Context: an optimization exercise on an open-source flow, tuned for small area and a short achievable clock period. The choices shown serve that exercise and are no tape-out recipe.
In this exercise RTL edits were held to simulation tests only and were not proved equivalent to the original.

==> flow/design.v <==
`default_nettype none
package fpa_pkg;
  localparam logic [3:0] FUNC_ADD  = 4'd0;
  localparam logic [3:0] FUNC_SUB  = 4'd1;
  localparam logic [3:0] FUNC_MUL  = 4'd2;
  localparam logic [3:0] FUNC_DIV  = 4'd3;
  localparam logic [3:0] FUNC_CMP  = 4'd4;
  localparam logic [3:0] FUNC_MIN  = 4'd5;
  localparam logic [3:0] FUNC_MAX  = 4'd6;
  localparam logic [3:0] FUNC_INC  = 4'd7;
  localparam logic [3:0] FUNC_DEC  = 4'd8;
  localparam logic [3:0] FUNC_FINT = 4'd9;
  localparam logic [3:0] FUNC_TINT = 4'd10;
  localparam int NARROW_ROWS = 16;
  localparam int BOOTH_ROWS  = 16;
  localparam logic [1:0] MODE_PASS = 2'b00;   
  localparam logic [1:0] MODE_DIV  = 2'b01;   
  localparam logic [1:0] MODE_MUL  = 2'b10;   
  localparam logic [1:0] MODE_FLAG = 2'b11;   
  localparam int MODE_W = 3;
  function automatic logic [31:0] below_or(input logic [31:0] v);
    logic [31:0] p;
    p = v;
    for (int d = 1; d < 32; d = d * 2)
      for (int i = 31; i >= d; i--) p[i] = p[i] | p[i-d];
    below_or = {p[30:0], 1'b0};
  endfunction
  function automatic logic [31:0] below_and(input logic [31:0] v);
    logic [31:0] p;
    p = v;
    for (int d = 1; d < 32; d = d * 2)
      for (int i = 31; i >= d; i--) p[i] = p[i] & p[i-d];
    below_and = {p[30:0], 1'b1};
  endfunction
  function automatic logic [31:0] magnitude(input logic [31:0] v);
    magnitude = v ^ ({32{v[31]}} & below_or(v));
  endfunction
  localparam int CTL_W = 9;
  function automatic logic [CTL_W-1:0] ctl_pack(input logic s1, input logic s2,
                                                input logic inv);
    ctl_pack = {s1, ~s1, s1, s2, ~s2, s2, inv, ~inv, inv};
  endfunction
endpackage
`default_nettype wire
`default_nettype none
module fpa_prep (
  input  logic        clk_i,
  input  logic [3:0]  func_i,
  input  logic [31:0] a_i,
  input  logic [31:0] b_i,
  output logic [fpa_pkg::MODE_W-1:0] mode_o,
  output logic        neg_o,
  output logic [31:0] f_o,
  output logic [8:0]  x_o,
  output logic [31:0] nq_o
);
  typedef struct packed {
    logic arith;    
    logic cmp;
    logic min;
    logic max;
    logic fint;
    logic tint;
    logic mul;
    logic div;
  } dec_t;
  dec_t        dec_d, dec_q;
  logic [3:0]  opsel_d, opsel_q;    
  logic [31:0] opb;
  logic        cin_d, cin_q;
  logic [31:0] a_q, b_q;
  always_comb begin
    dec_d = '0;
    opsel_d = 4'b0100;
    cin_d   = 1'b1;
    unique case (func_i)
      fpa_pkg::FUNC_ADD:  begin dec_d.arith = 1'b1; opsel_d = 4'b1000; cin_d = 1'b0; end
      fpa_pkg::FUNC_SUB:  dec_d.arith = 1'b1;
      fpa_pkg::FUNC_MUL:  dec_d.mul   = 1'b1;
      fpa_pkg::FUNC_DIV:  dec_d.div   = 1'b1;
      fpa_pkg::FUNC_CMP:  dec_d.cmp   = 1'b1;
      fpa_pkg::FUNC_MIN:  dec_d.min   = 1'b1;
      fpa_pkg::FUNC_MAX:  dec_d.max   = 1'b1;
      fpa_pkg::FUNC_INC:  begin dec_d.arith = 1'b1; opsel_d = 4'b0000; end
      fpa_pkg::FUNC_DEC:  begin dec_d.arith = 1'b1; opsel_d = 4'b0010; cin_d = 1'b0; end
      fpa_pkg::FUNC_FINT: dec_d.fint  = 1'b1;
      fpa_pkg::FUNC_TINT: begin dec_d.tint = 1'b1; opsel_d = {3'b000, a_i[31]}; cin_d = 1'b0; end
      default: ;
    endcase
  end
  always_ff @(posedge clk_i) begin
    dec_q <= dec_d;
    opsel_q <= opsel_d;
    cin_q <= cin_d;
    a_q   <= a_i;
    b_q   <= b_i;
  end
  logic        sa, sb;
  logic [31:0] absa, absb, mplier, mplier_pair, mplier_rot, mcand;
  logic        b_min, ab_min;
  logic [32:0] u;
  logic        u_ovf, eq, lt, gt;
  logic [31:0] res, fint_val;
  logic        swap;
  logic        fint_ovf, ovf, pass;
  logic        b_zero, div_ovf;
  always_comb begin
    sa    = a_q[31];
    sb    = b_q[31];
    absa  = fpa_pkg::magnitude(a_q);
    absb  = fpa_pkg::magnitude(b_q);
    b_min  = b_q == 32'h80000000;
    ab_min = b_min & (a_q == 32'h80000000);
    mcand  = b_min ? absb : absa;
    mplier = b_min ? absa : absb;
    for (int i = 0; i < 32; i++) mplier_pair[(i % 2 == 0) ? 30 - i : 32 - i] = mplier[i];
    mplier_rot = {mplier_pair[fpa_pkg::NARROW_ROWS-1:0], mplier_pair[31:fpa_pkg::NARROW_ROWS]};
  end
  always_comb begin
    opb   = ({32{opsel_q[3]}} & b_q) | ({32{opsel_q[2]}} & ~b_q) | {32{opsel_q[1]}}
          | {24'd0, {8{opsel_q[0]}}};
    u     = {a_q[31], a_q} + {opb[31], opb} + {32'd0, cin_q};
    u_ovf = u[32] ^ u[31];
    eq    = a_q == b_q;
    lt    = u[32];
    gt    = ~u[32] & ~eq;
    fint_ovf = (a_q[31:23] != 9'h000) && (a_q[31:23] != 9'h1ff);
    fint_val = fint_ovf ? {~sa, 31'd0} : {a_q[23:0], 8'd0};
  end
  always_comb begin
    res = ({32{dec_q.arith}} & u[31:0])
        | ({32{dec_q.min | dec_q.max}} & a_q)
        | ({32{dec_q.fint}}  & fint_val)
        | ({32{dec_q.tint}}  & {{7{u[32]}}, u[32:8]});
    ovf  = (dec_q.arith & u_ovf) | (dec_q.fint & fint_ovf);
    swap = (dec_q.min & ~lt) | (dec_q.max & lt);
  end
  assign b_zero  = b_q == 32'd0;
  logic [7:0] absa_hi, absb_lo;
  logic       b_small;
  always_comb begin
    absa_hi = sa ? (~a_q[31:24] + {7'd0, a_q[23:0] == 24'd0}) : a_q[31:24];
    absb_lo = sb ? (8'd0 - b_q[7:0]) : b_q[7:0];
    b_small = sb ? ((b_q[31:8] == 24'hffffff) && (b_q[7:0] != 8'd0))
                 : (b_q[31:8] == 24'd0);
  end
  assign div_ovf = b_small && (absa_hi >= absb_lo);
  logic div_sat, div_zero;
  always_comb begin
    div_zero = dec_q.div & b_zero;
    div_sat  = dec_q.div & ~b_zero & div_ovf;
    mode_o   = {div_sat | (dec_q.mul & ab_min),
                dec_q.mul | dec_q.cmp | div_zero,
                (dec_q.div & ~b_zero) | dec_q.cmp | div_zero};
    neg_o    = ((dec_q.mul | dec_q.div) & (sa ^ sb)) | ovf;
    f_o      = res
             | ({32{dec_q.mul}} & mcand)
             | ({32{dec_q.div & ~b_zero}} & absb)
             | {29'd0, div_zero, dec_q.cmp & gt, dec_q.cmp & lt};
    x_o      = dec_q.div ? absa[31:23] : {8'd0, swap};
    nq_o     = dec_q.mul ? mplier_rot
             : (dec_q.min | dec_q.max) ? b_q : {absa[22:0], 9'd0};
  end
endmodule
`default_nettype wire
`default_nettype none
module fpa_narrow_cell #(
  parameter int  W    = 9,       
  parameter bit  LAST = 1'b0,    
  parameter bit  FIRST = 1'b0    
) (
  input  logic        clk_i,
  input  logic        rst_ni,
  input  logic        valid_i,
  input  logic [fpa_pkg::MODE_W-1:0] mode_i,
  input  logic        neg_i,
  input  logic [31:0] f_i,
  input  logic [W-1:0] x_i,
  input  logic [31:0] nq_i,
  output logic        valid_o,
  output logic [fpa_pkg::MODE_W-1:0] mode_o,
  output logic        neg_o,
  output logic [31:0] f_o,
  output logic [W:0]  x_o,
  output logic [31:0] nq_o,
  output logic [fpa_pkg::CTL_W-1:0] ctl_o   
);
  logic         rot, ge, b0, b1;
  logic [W:0]   t;
  logic [W-1:0] rem;
  logic [W:0]   x_d;
  logic [31:0]  nq_d;
  logic [fpa_pkg::CTL_W-1:0] ctl_d;
  always_comb begin
    rot  = mode_i[1];
    t    = {1'b0, x_i} - {1'b0, f_i[W-1:0]};
    ge   = ~t[W] & (f_i[31:W] == '0);
    rem  = ge ? t[W-1:0] : x_i;
    x_d  = {rem, nq_i[31]};
    nq_d = {nq_i[30:0], rot ? nq_i[31] : ge};
    b1    = nq_i[30];
    b0    = nq_i[29];
    ctl_d = rot ? fpa_pkg::ctl_pack(b0, b1 & ~b0, b1)
                : fpa_pkg::ctl_pack(1'b1, 1'b0, 1'b1);
    if (LAST && rot) x_d = '0;
  end
  always_ff @(posedge clk_i or negedge rst_ni) begin
    if (!rst_ni) valid_o <= 1'b0;
    else         valid_o <= valid_i;
  end
  logic [31:0] f_d;
  always_comb begin
    f_d = f_i;
    if (FIRST && mode_i[1:0] == fpa_pkg::MODE_PASS && x_i[0]) f_d = nq_i;
  end
  always_ff @(posedge clk_i) begin
    mode_o <= mode_i;
    neg_o  <= neg_i;
    f_o    <= f_d;
    x_o    <= x_d;
    nq_o   <= nq_d;
  end
  if (LAST) begin : g_ctl
    always_ff @(posedge clk_i) ctl_o <= ctl_d;
  end else begin : g_no_ctl
    assign ctl_o = '0;
  end
endmodule
module fpa_div_cell #(
  parameter bit LAST = 1'b0       
) (
  input  logic        clk_i,
  input  logic        rst_ni,
  input  logic        valid_i,
  input  logic [fpa_pkg::MODE_W-1:0] mode_i,
  input  logic        neg_i,
  input  logic [fpa_pkg::CTL_W-1:0] ctl_i,    
  input  logic [31:0] f_i,
  input  logic [32:0] x_i,
  input  logic [31:0] nq_i,
  output logic        valid_o,
  output logic [fpa_pkg::MODE_W-1:0] mode_o,
  output logic        neg_o,
  output logic [fpa_pkg::CTL_W-1:0] ctl_o,
  output logic [31:0] f_o,
  output logic [32:0] x_o,
  output logic [31:0] nq_o,
  output logic [1:0]  mul_o       
);
  logic        mul, bm, b0, b1;
  logic [33:0] s1, s2, inv;
  logic [33:0] opnd, t;
  logic [32:0] x_d;
  logic [31:0] nq_d;
  logic [fpa_pkg::CTL_W-1:0] ctl_d;
  always_comb begin
    mul  = mode_i[1];
    s1  = {{11{ctl_i[8]}}, {11{~ctl_i[7]}}, {12{ctl_i[6]}}};
    s2  = {{11{ctl_i[5]}}, {11{~ctl_i[4]}}, {12{ctl_i[3]}}};
    inv = {{11{ctl_i[2]}}, {11{~ctl_i[1]}}, {12{ctl_i[0]}}};
    opnd = (({2'b00, f_i} & s1) | ({1'b0, f_i, 1'b0} & s2)) ^ inv;
    t    = {x_i[32], x_i} + opnd + {33'd0, inv[0]};
    if (mul) begin
      x_d  = {t[33], t[33:2]};
      nq_d = {nq_i[29:0], t[1:0]};
    end else begin
      x_d  = {t[31:0], nq_i[31]};
      nq_d = {nq_i[30:0], ~t[32]};
    end
    bm    = nq_i[31];
    b0    = nq_i[28];
    b1    = nq_i[29];
    ctl_d = mul ? fpa_pkg::ctl_pack(b0 ^ bm, (b1 & ~b0 & ~bm) | (~b1 & b0 & bm), b1)
                : fpa_pkg::ctl_pack(1'b1, 1'b0, ~t[32]);
  end
  always_ff @(posedge clk_i or negedge rst_ni) begin
    if (!rst_ni) valid_o <= 1'b0;
    else         valid_o <= valid_i;
  end
  always_ff @(posedge clk_i) begin
    mode_o <= mode_i;
    neg_o  <= neg_i;
    ctl_o  <= ctl_d;
    f_o    <= f_i;
    x_o    <= x_d;
    nq_o   <= nq_d;
  end
  if (LAST) begin : g_mul
    logic is_mul;
    assign is_mul = mode_i[1:0] == fpa_pkg::MODE_MUL;
    always_ff @(posedge clk_i) mul_o <= {is_mul, ~is_mul};
  end else begin : g_no_mul
    assign mul_o = '0;
  end
endmodule
`default_nettype wire
`default_nettype none
module fpa_finish (
  input  logic        clk_i,
  input  logic        rst_ni,
  input  logic        valid_i,
  input  logic [fpa_pkg::MODE_W-1:0] mode_i,
  input  logic        neg_i,
  input  logic [31:0] f_i,
  input  logic [32:0] x_i,
  input  logic [31:0] nq_i,
  input  logic [1:0]  mul_i,          
  output logic        valid_o,
  output logic [31:0] result_o,
  output logic        overflow_o,
  output logic        div_by_zero_o,
  output logic        greater_o,
  output logic        less_o
);
  logic        mul;
  logic [31:0] p_lo;                  
  logic [31:0] q, q_inc, q_neg;
  logic        hi_nz, rb;
  logic        ovf0, ovf1;
  logic [31:0] val0, val1, sat;
  logic [31:0] res0, res1, res_d;
  logic        ovfo0, ovfo1, ovf_d, dbz_d, gt_d, lt_d;
  logic [32:0] t;
  always_comb begin
    mul = mul_i[1];
    for (int j = 0; j < 32; j++) p_lo[j] = nq_i[(j % 2 == 0) ? 30 - j : 32 - j];
    q[15:0]  = ~mul_i[0] ? p_lo[23:8] : nq_i[15:0];
    q[31:16] = mul_i[1] ? {x_i[7:0], p_lo[31:24]} : nq_i[31:16];
    hi_nz  = mul & (x_i[32:8] != 25'd0);
    q_inc  = q ^ fpa_pkg::below_and(q);
    q_neg  = q ^ fpa_pkg::below_or(q);
    sat    = neg_i ? 32'h80000000 : 32'h7fffffff;
    val0 = neg_i ? q_neg : q;
    val1 = neg_i ? ~q : q_inc;
    ovf0 = mode_i[2] | hi_nz | (neg_i ? (q[31] & (q[30:0] != 31'd0)) : q[31]);
    ovf1 = mode_i[2] | hi_nz | q[31] | (~neg_i & (q[30:0] == 31'h7fffffff));
    t    = x_i + (x_i[32] ? {1'b0, f_i} : ~{1'b0, f_i}) + {32'd0, ~x_i[32]};
    rb   = mul ? p_lo[7] : ~t[32];
  end
  always_comb begin
    res0  = ovf0 ? sat : val0;
    res1  = ovf1 ? sat : val1;
    ovfo0 = ovf0;
    ovfo1 = ovf1;
    dbz_d = 1'b0;
    gt_d  = 1'b0;
    lt_d  = 1'b0;
    unique case (mode_i[1:0])
      fpa_pkg::MODE_PASS: begin
        res0  = neg_i ? {~f_i[31], {31{f_i[31]}}} : f_i;
        res1  = res0;
        ovfo0 = neg_i;
        ovfo1 = neg_i;
      end
      fpa_pkg::MODE_FLAG: begin
        res0  = 32'd0;
        res1  = 32'd0;
        ovfo0 = 1'b0;
        ovfo1 = 1'b0;
        dbz_d = f_i[2];
        gt_d  = f_i[1];
        lt_d  = f_i[0];
      end
      default: ;
    endcase
    res_d = rb ? res1 : res0;
    ovf_d = rb ? ovfo1 : ovfo0;
  end
  always_ff @(posedge clk_i or negedge rst_ni) begin
    if (!rst_ni) valid_o <= 1'b0;
    else         valid_o <= valid_i;
  end
  always_ff @(posedge clk_i) begin
    result_o      <= res_d;
    overflow_o    <= ovf_d;
    div_by_zero_o <= dbz_d;
    greater_o     <= gt_d;
    less_o        <= lt_d;
  end
endmodule
`default_nettype wire
`default_nettype none
module fixed_point_alu_core (
  input  logic               clk_i,
  input  logic               rst_ni,
  input  logic               start,
  output logic               busy,
  input  logic [3:0]         func_i,
  input  logic signed [31:0] operand_a_i,
  input  logic signed [31:0] operand_b_i,
  output logic               valid_o,
  output logic signed [31:0] result_o,
  output logic               overflow_o,
  output logic               div_by_zero_o,
  output logic               greater_o,
  output logic               less_o
);
  localparam int NR = fpa_pkg::NARROW_ROWS;
  localparam int NB = fpa_pkg::BOOTH_ROWS;
  localparam int N  = NR + NB;
  logic        ent_valid_q;
  logic        valid [0:N];
  logic [fpa_pkg::MODE_W-1:0] mode [0:N];
  logic        neg   [0:N];
  logic [fpa_pkg::CTL_W-1:0] ctl [0:N];
  logic [31:0] f     [0:N];
  logic [32:0] x     [0:N];
  logic [31:0] nq    [0:N];
  logic [fpa_pkg::MODE_W-1:0] p_mode;
  logic        p_neg;
  logic [31:0] p_f;
  logic [8:0]  p_x;
  logic [31:0] p_nq;
  assign busy = 1'b0;
  always_ff @(posedge clk_i or negedge rst_ni) begin
    if (!rst_ni) ent_valid_q <= 1'b0;
    else         ent_valid_q <= start;
  end
  fpa_prep u_prep (
    .clk_i  (clk_i),
    .func_i (func_i),
    .a_i    (operand_a_i),
    .b_i    (operand_b_i),
    .mode_o (p_mode),
    .neg_o  (p_neg),
    .f_o    (p_f),
    .x_o    (p_x),
    .nq_o   (p_nq)
  );
  always_ff @(posedge clk_i or negedge rst_ni) begin
    if (!rst_ni) valid[0] <= 1'b0;
    else         valid[0] <= ent_valid_q;
  end
  always_ff @(posedge clk_i) begin
    mode[0] <= p_mode;
    neg[0]  <= p_neg;
    f[0]    <= p_f;
    x[0]    <= {24'd0, p_x};
    nq[0]   <= p_nq;
  end
  assign ctl[0] = '0;
  for (genvar k = 0; k < NR; k++) begin : g_nrow
    localparam int W = 9 + k;
    logic [W:0] x_out;
    fpa_narrow_cell #(.W(W), .LAST(k == NR - 1), .FIRST(k == 0)) u_row (
      .clk_i   (clk_i),
      .rst_ni  (rst_ni),
      .valid_i (valid[k]),
      .mode_i  (mode[k]),
      .neg_i   (neg[k]),
      .f_i     (f[k]),
      .x_i     (x[k][W-1:0]),
      .nq_i    (nq[k]),
      .valid_o (valid[k+1]),
      .mode_o  (mode[k+1]),
      .neg_o   (neg[k+1]),
      .f_o     (f[k+1]),
      .x_o     (x_out),
      .nq_o    (nq[k+1]),
      .ctl_o   (ctl[k+1])
    );
    assign x[k+1] = {{(32-W){1'b0}}, x_out};
  end
  logic [1:0]  fin_mul;
  for (genvar k = NR; k < N; k++) begin : g_row
    logic [1:0] mul_out;
    fpa_div_cell #(.LAST(k == N - 1)) u_row (
      .clk_i   (clk_i),
      .rst_ni  (rst_ni),
      .valid_i (valid[k]),
      .mode_i  (mode[k]),
      .neg_i   (neg[k]),
      .ctl_i   (ctl[k]),
      .f_i     (f[k]),
      .x_i     (x[k]),
      .nq_i    (nq[k]),
      .valid_o (valid[k+1]),
      .mode_o  (mode[k+1]),
      .neg_o   (neg[k+1]),
      .ctl_o   (ctl[k+1]),
      .f_o     (f[k+1]),
      .x_o     (x[k+1]),
      .nq_o    (nq[k+1]),
      .mul_o   (mul_out)
    );
    if (k == N - 1) begin : g_fin
      assign fin_mul = mul_out;
    end
  end
  fpa_finish u_finish (
    .clk_i         (clk_i),
    .rst_ni        (rst_ni),
    .valid_i       (valid[N]),
    .mode_i        (mode[N]),
    .neg_i         (neg[N]),
    .f_i           (f[N]),
    .x_i           (x[N]),
    .nq_i          (nq[N]),
    .mul_i         (fin_mul),
    .valid_o       (valid_o),
    .result_o      (result_o),
    .overflow_o    (overflow_o),
    .div_by_zero_o (div_by_zero_o),
    .greater_o     (greater_o),
    .less_o        (less_o)
  );
endmodule
`default_nettype wire
==> flow/flow/run.sh <==
#!/bin/bash
# The standard layout (the standard.sh, unchanged synthesis and steps),
# with one difference: the buffers that global placement puts on every input
# and output port are buf_4 cells instead of the cell buffer_ports picks by
# itself (a slow delay buffer). The make output goes to flow_make.log here;
# each ORFS step keeps its own log under orfs/logs.
set -euo pipefail
cd "$(dirname "$0")/.."
export BUFFER_PORTS_ARGS="-buffer_cell sky130_fd_sc_hd__buf_4"
bash standard.sh > flow_make.log 2>&1
==> flow/standard.sh <==
#!/bin/bash
# synth_recipe.tcl (not shown) runs the flow's synth.tcl, then flattens the netlist and writes it again
# the make line also repeats each setting of config.mk as NAME=value (left out here)
make -C /OpenROAD-flow-scripts/flow DESIGN_CONFIG=/design/flow/config.mk WORK_HOME=/design/flow/orfs CLKGATE_MAP_FILE= SYNTH_SCRIPT=/design/flow/synth_recipe.tcl "${@:-finish}"
==> flow/config.mk <==
export PLATFORM = sky130hd
export DESIGN_NAME = fixed_point_alu_core
export DESIGN_NICKNAME = fixed_point_alu_core
export VERILOG_FILES = /design/flow/design.v
export SDC_FILE = /design/flow/constraint.sdc
export NUM_CORES = 4
export LEC_CHECK = 0
export ABC_AREA = 1
export CAP_MARGIN = 20
export CORE_MARGIN = 2
export CORE_UTILIZATION = 40
export SLEW_MARGIN = 20
==> flow/constraint.sdc <==
create_clock -name core_clock -period 12.0 [get_ports {clk_i}]
set_input_delay 2.4000 -clock core_clock [delete_from_list [all_inputs] [get_ports {clk_i}]]
set_output_delay 2.4000 -clock core_clock [all_outputs]
set_load 0.01 [all_outputs]
==> metrics.log, run 1 <==
INFO  metric outcome = timing/DRC/antenna clean
INFO  metric synth-async-reset-ratio = 0.0106
INFO  metric report.final.slew_viol_count = 0
INFO  metric worstHoldPathCells = 0
INFO  metric die_w = 613 µm
INFO  metric post_drt_via_cell_ratio = 5.10
INFO  metric cts_inserted_buffers = 338
INFO  metric clk_pin_slew = 60 ps
INFO  metric placementRows = approximately 220
INFO  metric detailedPlacementHpwl = 367000 µm
INFO  metric cp.required = 12870 ps
INFO  metric timing.final.setup_violations = 0
INFO  metric wirelength = 452000 µm
INFO  metric clk_root_buffer_cell = clkbuf_16
INFO  metric synthMostInstantiatedCell = nand2_1
INFO  metric synth-warning-count = 243
INFO  metric grt_antenna_before_repair = 6
INFO  metric route.antenna.remaining_nets = 0
INFO  metric postSynthCellCount = 18700
INFO  metric yosys-top-cells-area = dfxtp_1, nand2_1, ha_1
INFO  metric synth_enable_flop_cells = 0
INFO  metric cts_sinks = between 3000 and 4000
INFO  metric gp_congestion = a little under 1
INFO  metric core_box_area = 369000 µm²
INFO  metric layout-area-overhead-vs-synth = 11.8%
INFO  metric critical_path.max_fanout = 25
INFO  metric final.setup.tns = 0 ps
INFO  metric synth-main-ff-cell = dfxtp_1
INFO  metric timing.hold.worst.class = flip-flop to flip-flop
INFO  metric reg2reg_depth = 14
INFO  metric cts_buffer_depth = 4
INFO  metric timing.critical_path.arrival = between 4000 and 5000 ps
INFO  metric firstDrtPassIters = 6
INFO  metric yosysSeqAreaShare = 0.447
INFO  metric post_route_cells_drive_above_1_share = 0.0490
INFO  metric die_h = 613 µm
INFO  metric numPortBuffers = 107
INFO  metric finalClockSkew = between 100 and 150 ps
INFO  metric post_cts_buffers = 0
INFO  metric synth_common_cells = nand2_1, dfxtp_1, inv_1
INFO  metric ys_ff_latch = 3307
INFO  metric gr-total-overflow = 0
INFO  metric fill_cells = roughly 37000
INFO  metric total_die_area = 376000 µm²
INFO  metric grt_pass1_vias = 118000
INFO  metric pin_count = 109
INFO  metric route.vias.total = 122000
INFO  metric area_of_combinational_cells_with_multiple_inputs = a little over 70000 µm²
INFO  metric synth_largest_area_cell = dfxtp_1
INFO  metric worstSetupPathDepth = 14
INFO  metric post-route-period-util = 0.337
INFO  metric drcViolationCount = 0
INFO  metric worst-setup-path-type = flip-flop to flip-flop
INFO  metric grt_first_pass_wirelength = 684000 µm
INFO  metric cp_slowest_cell = dfxtp_1
INFO  metric yosysTopAreaCellShare = 0.441
INFO  metric netlist_area = 149000 µm²
INFO  metric cpPeakStageDelay = between 900 and 1000 ps
INFO  metric syn_nets = 19700
INFO  metric cts-resized-gates = 0
INFO  metric cts_htree_levels = 5
INFO  metric layout_min_cycle_time = 4040 ps
INFO  metric worstMarginPinSlew = 1140 ps
INFO  metric grt_start_max_net_pins = 67
INFO  metric cell_by_cell_listing_of_the_critical_path = nor2_1 > o211ai_1 > fa_1 > inv_1 > fa_1 > inv_1 > nand2_1 > o21ai_0 > a21oi_1 > o21ai_0 > a21oi_1 > xnor2_1 > nand2_1 > nand3_1
INFO  metric end_kind = flip-flop
INFO  metric timing_hold_violations_final = 0
INFO  metric achievable-frequency = 247 MHz
INFO  metric synth.distinct_cells = 66
INFO  metric rsz0062_at_grt = false
INFO  metric routed_wire_length_per_instance = approximately 19 µm
INFO  metric globalRouteTotalUtil = 0.234
INFO  metric tritoncts = done
INFO  metric cpLargestDelayFamily = compound AO/OA/AOI/OAI gates
INFO  metric synth_area_per_cell = 7.93 µm²
INFO  metric initial_utilization = 0.402
INFO  metric design.final.nets = around 20000
INFO  metric worst-path-buf-inv = 2
INFO  metric maxCapViolCount = 0
INFO  metric ff_latch_area = ~66000 µm²
INFO  metric clkLatencyLatePin = slightly below 1000 ps
INFO  metric slew_headroom = 0.237
INFO  metric startpoint_type = flip-flop
INFO  metric ctsHoldBuffers = 0
INFO  metric drt_iter0_markers = 8590
[final cells by class]
| class | instances | area share |
|---|---|---|
| clock inverter | 170 | 0.0150 |
| timing repair buffer | 179 | 0.00814 |
| tap | 4950 | 0.0373 |
| antenna | 5 | 0.0000753 |
| sequential | 3307 | 0.400 |
| clock buffer | 443 | 0.0574 |
| multi-input combinational | 12900 | 0.437 |
| inverter | 1984 | 0.0448 |
[per-layer routing]
layer	track usage	up-vias	wire length, µm
met1	0.283	56200	189000
met5	0	-	7
met4	0.107	2	22800
li1	-	61800	-
met2	0.415	3267	220000
met3	0.0239	908	20400
[registers in the layout, summed over array words and instances, names as in the netlist, 48 cells and up]
| signal | cells |
|---|---|
| g_nrow.u_row.f_o | 512 |
| g_nrow.u_row.x_o | 280 |
| g_row.u_row.x_o | 528 |
| g_row.u_row.mode_o | 48 |
| g_row.u_row.nq_o | 512 |
| g_nrow.u_row.nq_o | 512 |
| g_nrow.u_row.mode_o | 48 |
| g_row.u_row.ctl_o | 90 |
| g_row.u_row.f_o | 512 |
[cell usage in the layout (no fill, tap or decap), drive strengths merged, types with 161 or more instances in the layout]
cell type / n
nor3: 161
buf: 179
o22ai: 470
inv: 1977
o21ai: 1600
nand2: 4331
xnor2: 339
dfxtp: 3272
nand3: 1068
a21oi: 1136
ha: 845
clkbuf: 443
nor2: 1065
xor2: 815
[stage by stage]
stage | area, µm² | util | instances | hold slack [ps] | setup WS [ps]
2_1_floorplan | 149000 | - | 18700 | 310 | 9040
3_3_place_gp | 154000 | 0.417 | 23300 | 310 | 7910
3_5_place_dp | 154000 | 0.417 | 23300 | 312 | 7930
4_1_cts | 166000 | 0.449 | 24000 | 289 | 7880
5_1_grt | 166000 | 0.450 | 24000 | 290 | 7560
6_report | 166000 | 0.450 | 24000 | 296 | 7960
[cells by family after synthesis]
kind of cell / after synthesis / synth area share
buffers and inverters: 2501 / 0.0641
xor gates and xnor gates: 1154 / 0.0680
muxes: 163 / 0.0112
adders and majority gates: 879 / 0.0758
other: 1 / 0.0000252
DFF: 3307 / 0.447
AOI/OAI and AO/OA: 3677 / 0.137
and+or+nand+nor: 7049 / 0.197
[final timing paths]
path	start	to	slack [ps]
worst max-delay path	u_prep.opsel_q[1]$_DFF_P_	f[0][18]$_DFF_P_	7960
worst min-delay path	g_nrow[1].u_row.nq_o[13]$_DFF_P_	g_nrow[2].u_row.nq_o[14]$_DFF_P_	300
worst max register to register	u_prep.opsel_q[1]$_DFF_P_	f[0][18]$_DFF_P_	7960
worst min register to register	g_nrow[1].u_row.nq_o[13]$_DFF_P_	g_nrow[2].u_row.nq_o[14]$_DFF_P_	300
max in group asynchronous	rst_ni	u_finish.valid_o$_DFF_PN0_	10280
min in group asynchronous	rst_ni	ent_valid_q$_DFF_PN0_	1360
==> inputs of run 2 (changes only) <==
==> flow/run.sh (new file) <==
#!/bin/bash
# synth_recipe.tcl (not shown) runs the flow's synth.tcl, then flattens the netlist and writes it again
# the make line also repeats each setting of config.mk as NAME=value (left out here)
make -C /OpenROAD-flow-scripts/flow DESIGN_CONFIG=/design/flow/config.mk WORK_HOME=/design/flow/orfs CLKGATE_MAP_FILE= SYNTH_SCRIPT=/design/flow/synth_recipe.tcl finish
removed: flow/flow/run.sh
removed: flow/standard.sh
==> metrics.log, run 2 <==
INFO  metric worst-path-buf-inv = 1
INFO  metric timing.final.setup_violations = 0
INFO  metric grt_pass1_vias = about 120k
INFO  metric cell_by_cell_listing_of_the_critical_path = clkdlybuf4s50_1
INFO  metric synth_largest_area_cell = dfxtp_1
INFO  metric slew_headroom = 0.219
INFO  metric yosysTopAreaCellShare = 0.441
INFO  metric synth_enable_flop_cells = 0
INFO  metric setup.reg_to_reg.worst_slack = 7840 ps
INFO  metric synth-async-reset-ratio = 0.0106
INFO  metric timing_hold_violations_final = 0
INFO  metric timing.rr.start = g_row[31].u_row.x_o[32]$_DFF_P_
INFO  metric worstHoldPathCells = 0
INFO  metric grt_start_max_net_pins = 69
INFO  metric dp_worst_setup_slack = 7900 ps
INFO  metric cts-resized-gates = 0
INFO  metric achievable-frequency = 228 MHz
INFO  metric post_dp_cell_area = around 150000 µm²
INFO  metric startpoint_type = flip-flop
INFO  metric synth_common_cells = nand2_1, dfxtp_1, inv_1
INFO  metric reg2reg_depth = 13
INFO  metric routed_wire_length_per_instance = a little under 20 µm
INFO  metric finalClockSkew = 85.4 ps
INFO  metric grt_antenna_before_repair = 4
INFO  metric cp_slowest_cell = clkdlybuf4s50_1
INFO  metric worstMarginPinSlew = between 1000 and 1500 ps
INFO  metric maxCapViolCount = 0
INFO  metric post_cts_buffers = 0
INFO  metric timing.hold.worst.class = flip-flop to flip-flop
INFO  metric top_signal_layer_used = met5
INFO  metric cts_sinks = 3307
INFO  metric critical_path.max_fanout = 1
INFO  metric ys_ff_latch = 3307
INFO  metric wl_met1 = just under 200000 µm
INFO  metric postLayoutCoreUtil = 0.451
INFO  metric layout.cells.most_common = nand2_1
INFO  metric wirelength = 468000 µm
INFO  metric max_flop_register = g_row.u_row.x_o
INFO  metric clk_root_buffer_cell = clkbuf_16
INFO  metric layout-area-overhead-vs-synth = 12.1%
INFO  metric rsz0062_at_grt = false
INFO  metric drt_iter0_markers = 9082
INFO  metric mostFrequentLayoutCells = nand2_1, dfxtp_1, inv_1
INFO  metric die_w = 613 µm
INFO  metric netlist_area = roughly 150000 µm²
INFO  metric synth-warning-count = between 200 and 250
INFO  metric route.vias.total = 122000
INFO  metric cp.required = 9600 ps
INFO  metric cpLargestDelayFamily = buffers and inverters
INFO  metric synth-main-ff-cell = dfxtp_1
INFO  metric largest_register_ffs = 528
INFO  metric initial_utilization = 0.402
INFO  metric tritoncts = done
INFO  metric globalRouteTotalUtil = 0.242
INFO  metric stdcell_area = 167000 µm²
INFO  metric die_h = between 600 and 700 µm
INFO  metric outcome = timing/DRC/antenna clean
INFO  metric syn_nets = 19700
INFO  metric post_drt_via_cell_ratio = 5.09
INFO  metric cts_buffer_depth = 4
INFO  metric worst-setup-path-type = flip-flop to output port
INFO  metric yosys-top-cells-area = dfxtp_1, nand2_1, ha_1
INFO  metric drcViolationCount = 0
INFO  metric end_kind = output port
INFO  metric placed_cells = around 23000
INFO  metric postSynthCellCount = 18700
INFO  metric clk_pin_slew = 60 ps
INFO  metric design.final.nets = slightly below 20000
INFO  metric cts_inserted_buffers = 341
INFO  metric core_box_area = 369000 µm²
INFO  metric synth.distinct_cells = 66
INFO  metric gp_congestion = 0.989
INFO  metric min_from = g_nrow[0].u_row.nq_o[14]$_DFF_P_
INFO  metric clkLatencyLatePin = 970 ps
INFO  metric firstDrtPassIters = 8
INFO  metric detailedPlacementHpwl = roughly 380000 µm
INFO  metric timing.critical_path.arrival = 1990 ps
INFO  metric grt_first_pass_wirelength = ~700000 µm
INFO  metric placementRows = around 220
INFO  metric synthMostInstantiatedCell = nand2_1
INFO  metric final.setup.tns = 0 ps
INFO  metric fin_ws = 7610 ps
INFO  metric layout_min_cycle_time = between 4000 and 5000 ps
INFO  metric ctsHoldBuffers = 0
INFO  metric route.antenna.remaining_nets = 0
INFO  metric cts_htree_levels = 5
INFO  metric yosysSeqAreaShare = 0.447
INFO  metric final_cells = 24000
INFO  metric met3_layer_wire_length_in_the_routed_design = slightly above 20000 µm
INFO  metric r2r-end = u_finish.result_o[5]$_DFF_P_
INFO  metric met2RoutedLength = about 230000 µm
INFO  metric synth_area_per_cell = a little under 8 µm²
INFO  metric gr-total-overflow = 0
INFO  metric cpPeakStageDelay = 600 ps
INFO  metric min_delay_worst_endpoint = g_nrow[1].u_row.nq_o[15]$_DFF_P_
INFO  metric total_die_area = around 380000 µm²
INFO  metric post_route_cells_drive_above_1_share = 0.0443
INFO  metric post-route-period-util = 0.366
INFO  metric numPortBuffers = around 110
INFO  metric pin_count = ~110
INFO  metric report.final.slew_viol_count = 0
## run 2: changes by cell type in the layout (fill, tap and decap cells not counted), sizes merged, moves of 3 or more
| cell | before | now |
|---|---|---|
| diode | 5 | 11 |
| bufinv | 44 | 41 |
| buf | 179 | 79 |
| clkdlybuf4s50 | 0 | 106 |
| clkbuf | 443 | 455 |
## run 2: layout make-up
cell class	instances	area [µm²]
Fill cell	37200	203000
Multi-Input combinational cell	12900	72600
Sequential cell	3307	66400
Clock buffer	455	9650
Inverter	1984	7450
Tap cell	4950	6190
Clock inverter	172	2490
Timing Repair Buffer	185	1650
Antenna cell	11	27.5
## run 2: cell families after synthesis
kind of cell             synth area share
XOR/XNOR                           0.0680
flip-flops                          0.447
buffers and inverters              0.0641
AO/OA/AOI/OAI                       0.137
multiplexers                       0.0112
AND/OR/NAND/NOR                     0.197
adder cells (fa/ha/maj)            0.0758
other                           0.0000252
## run 2: stage by stage
stage / hold slack (ps)
after floorplan: 310
after global placement: 310
after detailed placement: 312
after CTS: 246
after global routing: 257
final: 277
## run 2: layer usage
| metal | up-vias | global-route usage |
|---|---|---|
| met5 | - | 0 |
| li1 | 61800 | - |
| met3 | 929 | 0.0228 |
| met4 | 2 | 0.109 |
| met2 | 3153 | 0.428 |
| met1 | 56100 | 0.295 |
## run 2: worst max path at each step
stage	from	end	slack [ps]	depth (start not counted)
floorplan	u_prep.a_q[3]$_DFF_P_	mode[0][2]$_DFF_P_	9040	21
global placement	g_row[31].u_row.x_o[32]$_DFF_P_	u_finish.result_o[5]$_DFF_P_	7480	13
detailed placement	g_row[31].u_row.x_o[32]$_DFF_P_	u_finish.result_o[5]$_DFF_P_	7900	13
CTS	u_finish.result_o[4]$_DFF_P_	result_o[4]	7490	1
global route	g_row[31].u_row.x_o[32]$_DFF_P_	u_finish.result_o[28]$_DFF_P_	7490	13
finish	u_finish.result_o[4]$_DFF_P_	result_o[4]	7610	1

re-timing with driven ports:
In the flow no input, the clock included, has a driving cell. The finished layouts below were timed again as built, in two steps.
Step 1 sets driving cells, clkbuf_16 on the clock port and buf_2 on the other inputs (assumed; they add their load-dependent delay and slew).
Step 2 moves the port delays by t, midway between the first and last clock arrival at a register: inputs arrive t later, outputs are due t later. That takes back most of the time a late clock gives input paths.
Slacks: ideal ports / drivers / drivers and shift; pairs: ideal ports / drivers.
run | t, ns | slack for setup (ns) | pins driven straight from the clock port
run 1 | 1.032 | 7.956 / 7.861 / 7.956 | 1
run 2 | 1.020 | 7.606 / 7.499 / 7.845 | 1
After both steps every run listed still meets setup and hold.
